This design comes from an exercise in tuning for small area, a short achievable clock period and few clock cycles on the open sky130 flow, not from production work.
Function was checked by simulation only, so behaviour that the tests miss may differ from the original.
Power and IR drop assume default switching activity.

alpha:
// icache_top
module icache_top
(
   input  logic                             clk,
   input  logic                             rst_n,
   input  logic                             fetch_req_i,
   input  logic [icache_pkg::ADDR_W-1:0]    fetch_addr_i,
   input  logic [icache_pkg::ID_W-1:0]      fetch_id_i,
   output logic                             fetch_grant_o,
   output logic                             fetch_r_valid_o,
   output logic [icache_pkg::FETCH_W-1:0]   fetch_r_data_o,
   output logic [icache_pkg::ID_W-1:0]      fetch_r_id_o,
   output logic                             mem_ar_valid_o,
   input  logic                             mem_ar_ready_i,
   output logic [icache_pkg::ADDR_W-1:0]    mem_ar_addr_o,
   output logic [7:0]                       mem_ar_len_o,
   input  logic                             mem_r_valid_i,
   output logic                             mem_r_ready_o,
   input  logic [icache_pkg::MEM_W-1:0]     mem_r_data_i,
   input  logic                             mem_r_last_i,
   input  logic                             ctrl_enable_req_i,
   output logic                             ctrl_enable_ack_o,
   input  logic                             ctrl_disable_req_i,
   output logic                             ctrl_disable_ack_o,
   input  logic                             ctrl_flush_req_i,
   output logic                             ctrl_flush_ack_o,
   output logic                             ctrl_pending_o
);
export LEC_CHECK = 0
export CAP_MARGIN = 20
export CORE_MARGIN = 2
export CORE_UTILIZATION = 40
export SETUP_SLACK_MARGIN = 4.6
export SLEW_MARGIN = 20
create_clock -name core_clock -period 8.0 [get_ports {clk}]
standard.sh (not shown) runs the stock make flow with config.mk's settings and CLKGATE_MAP_FILE= SYNTH_SCRIPT=/design/flow/synth_recipe.tcl, a recipe that flattens the netlist after the stock synthesis.
==> flow/flow/run.sh <==
#!/bin/bash
set -e
cp standard.sh standard_sh_copy.log
export CTS_ARGS="-sink_clustering_enable -repair_clock_nets -dont_use_dummy_load"
bash standard.sh > standard.log 2>&1
Testbench counts of alpha, summed over its fixed seeds: cycles 41,931.
## Diff of input files: beta against alpha
diff --git a/flow/design.v b/flow/design.v
--- a/flow/design.v
+++ b/flow/design.v
@@ -44,17 +44,16 @@
 );
    localparam int QD  = 8;               
    localparam int QW  = $clog2(QD);
    localparam int MD  = 2;               
    localparam int MW  = $clog2(MD + 1);
    logic            enabled_q;
    logic            rdy_q;               
    logic            idle_q;              
-   logic            flush_q;             
    logic            s1_valid_q;
    logic [31:3]     s1_addr_q;
    logic [7:0]      s1_id_q;
    logic [15:0]     s1_soh_q;            
    logic [23:0]     s1_t0_q, s1_t1_q;    
    logic [1:0]      s1_v_q;
    logic            s1_rr_q;
    logic [23:0]     tags_q  [16][2];
@@ -208,17 +207,16 @@
                                             : {hd_way_q, hd_set_q, hd_word_q};
    always_ff @(posedge clk or negedge rst_n)
    begin
       if (!rst_n)
       begin
          enabled_q  <= 1'b0;
          rdy_q      <= 1'b0;
          idle_q     <= 1'b0;
-         flush_q    <= 1'b0;
          s1_valid_q <= 1'b0;
          q_head_q   <= '0;
          q_tail_q   <= '0;
          q_cnt_q    <= '0;
          ar_valid_q <= 1'b0;
          r_ready_q  <= 1'b0;
          pend_q     <= 1'b0;
          b_hold_q   <= 1'b0;
@@ -236,19 +234,17 @@
       end
       else
       begin
          if (ctrl_enable_ack_o)
             enabled_q <= 1'b1;
          else if (ctrl_disable_ack_o)
             enabled_q <= 1'b0;
          s1_valid_q <= s1_valid_n;
-         rdy_q  <= (pop ? q_room1 : q_room0) & (push_m ? m_room1 : m_room0) &
-                   ~ctrl_flush_ack_o;
-         flush_q <= ctrl_flush_ack_o;
+         rdy_q  <= (pop ? q_room1 : q_room0) & (push_m ? m_room1 : m_room0);
          idle_q <= ~s1_valid_n & ~s1_valid_q & (q_cnt_q == '0) & (m_cnt_q == '0) &
                    ~b_act_q;
          if (s1_valid_q)
             q_tail_q <= q_tail_q + 1'b1;
          q_head_q <= q_head_n;
          q_cnt_q  <= q_cnt_n;
          m_cnt_q    <= m_cnt_n;
          ar_valid_q <= (m_cnt_n != '0) & ~b_act_n;
@@ -264,17 +260,17 @@
                             - (QW+1)'((pop_arr | pop_cap) & hd_miss_q & ~miss_pend);
          if (ar_hs)
             b_ans_q <= 1'b0;
          else if (ans_now)
             b_ans_q <= 1'b1;
          r_valid_q <= pop;
          for (int s = 0; s < 16; s++)
          begin
-            if (flush_q)
+            if (ctrl_flush_ack_o)
                valid_q[s] <= '0;
             else if (do_fill & s1_soh_q[s])
             begin
                valid_q[s][victim] <= 1'b1;
                rr_q[s]            <= ~rr_q[s];
             end
          end
       end
==> comparison <==
- Side by side, total CTS buffers turned out lower in beta than in alpha.
- Taking alpha as the reference, in beta area fraction of clock buffers and clock inverters was more or less identical, number of signal-net buffers in the layout went down by about 4.5%.
- beta vs. alpha: cell count now smaller; area of the mapped netlist now smaller; final worst-path cycle share now smaller.
- As far as residual overflow from global routing goes, alpha and beta are indistinguishable; the numbers are identical.
- Changes observed in beta relative to alpha: global-route wire length before repair saw a decrease, die area went down by about 0.36%, area growth from synthesis to layout dropped 0.31 points, max-capacitance violation count stayed essentially flat, synthesized-area fraction occupied by and/or/nand/nor cells held.
- Per the comparison of beta with alpha, power now sits lower; design area -about 0.6%.
Testbench counts of beta, summed over its fixed seeds: cycles 41,931.

static timing again, ports no longer ideal:
How much do the figures lean on ideal ports? The routed layouts below were timed once more, with nothing changed but the port constraints. Step 1 assumes that a clkbuf_16 drives the clock port and a buf_2 every other input. Step 2 adds t to the input delays and takes it off the output delays; t is the mean of the earliest and latest rising clock arrival at the registers after step 1. Input paths then give back, and output paths get back, about the clock's delay inside the block. Three values: ideal, step 1, step 2; two values: the first two.
| run | t, ns | setup WS [ns] | worst setup path after step 2 | latest minus earliest clock arrival (ns) |
|---|---|---|---|---|
| alpha | 1.179 | 4.308 / 4.308 / 3.324 | input to register | 0.174 / 0.173 |
| beta | 1.136 | 4.363 / 4.303 / 3.371 | input to register | 0.196 / 0.196 |
After both steps setup and hold are still met in every run listed. The setup slack of beta, which loses most, moves by -0.060 ns with the drivers and by -0.992 ns with both steps.
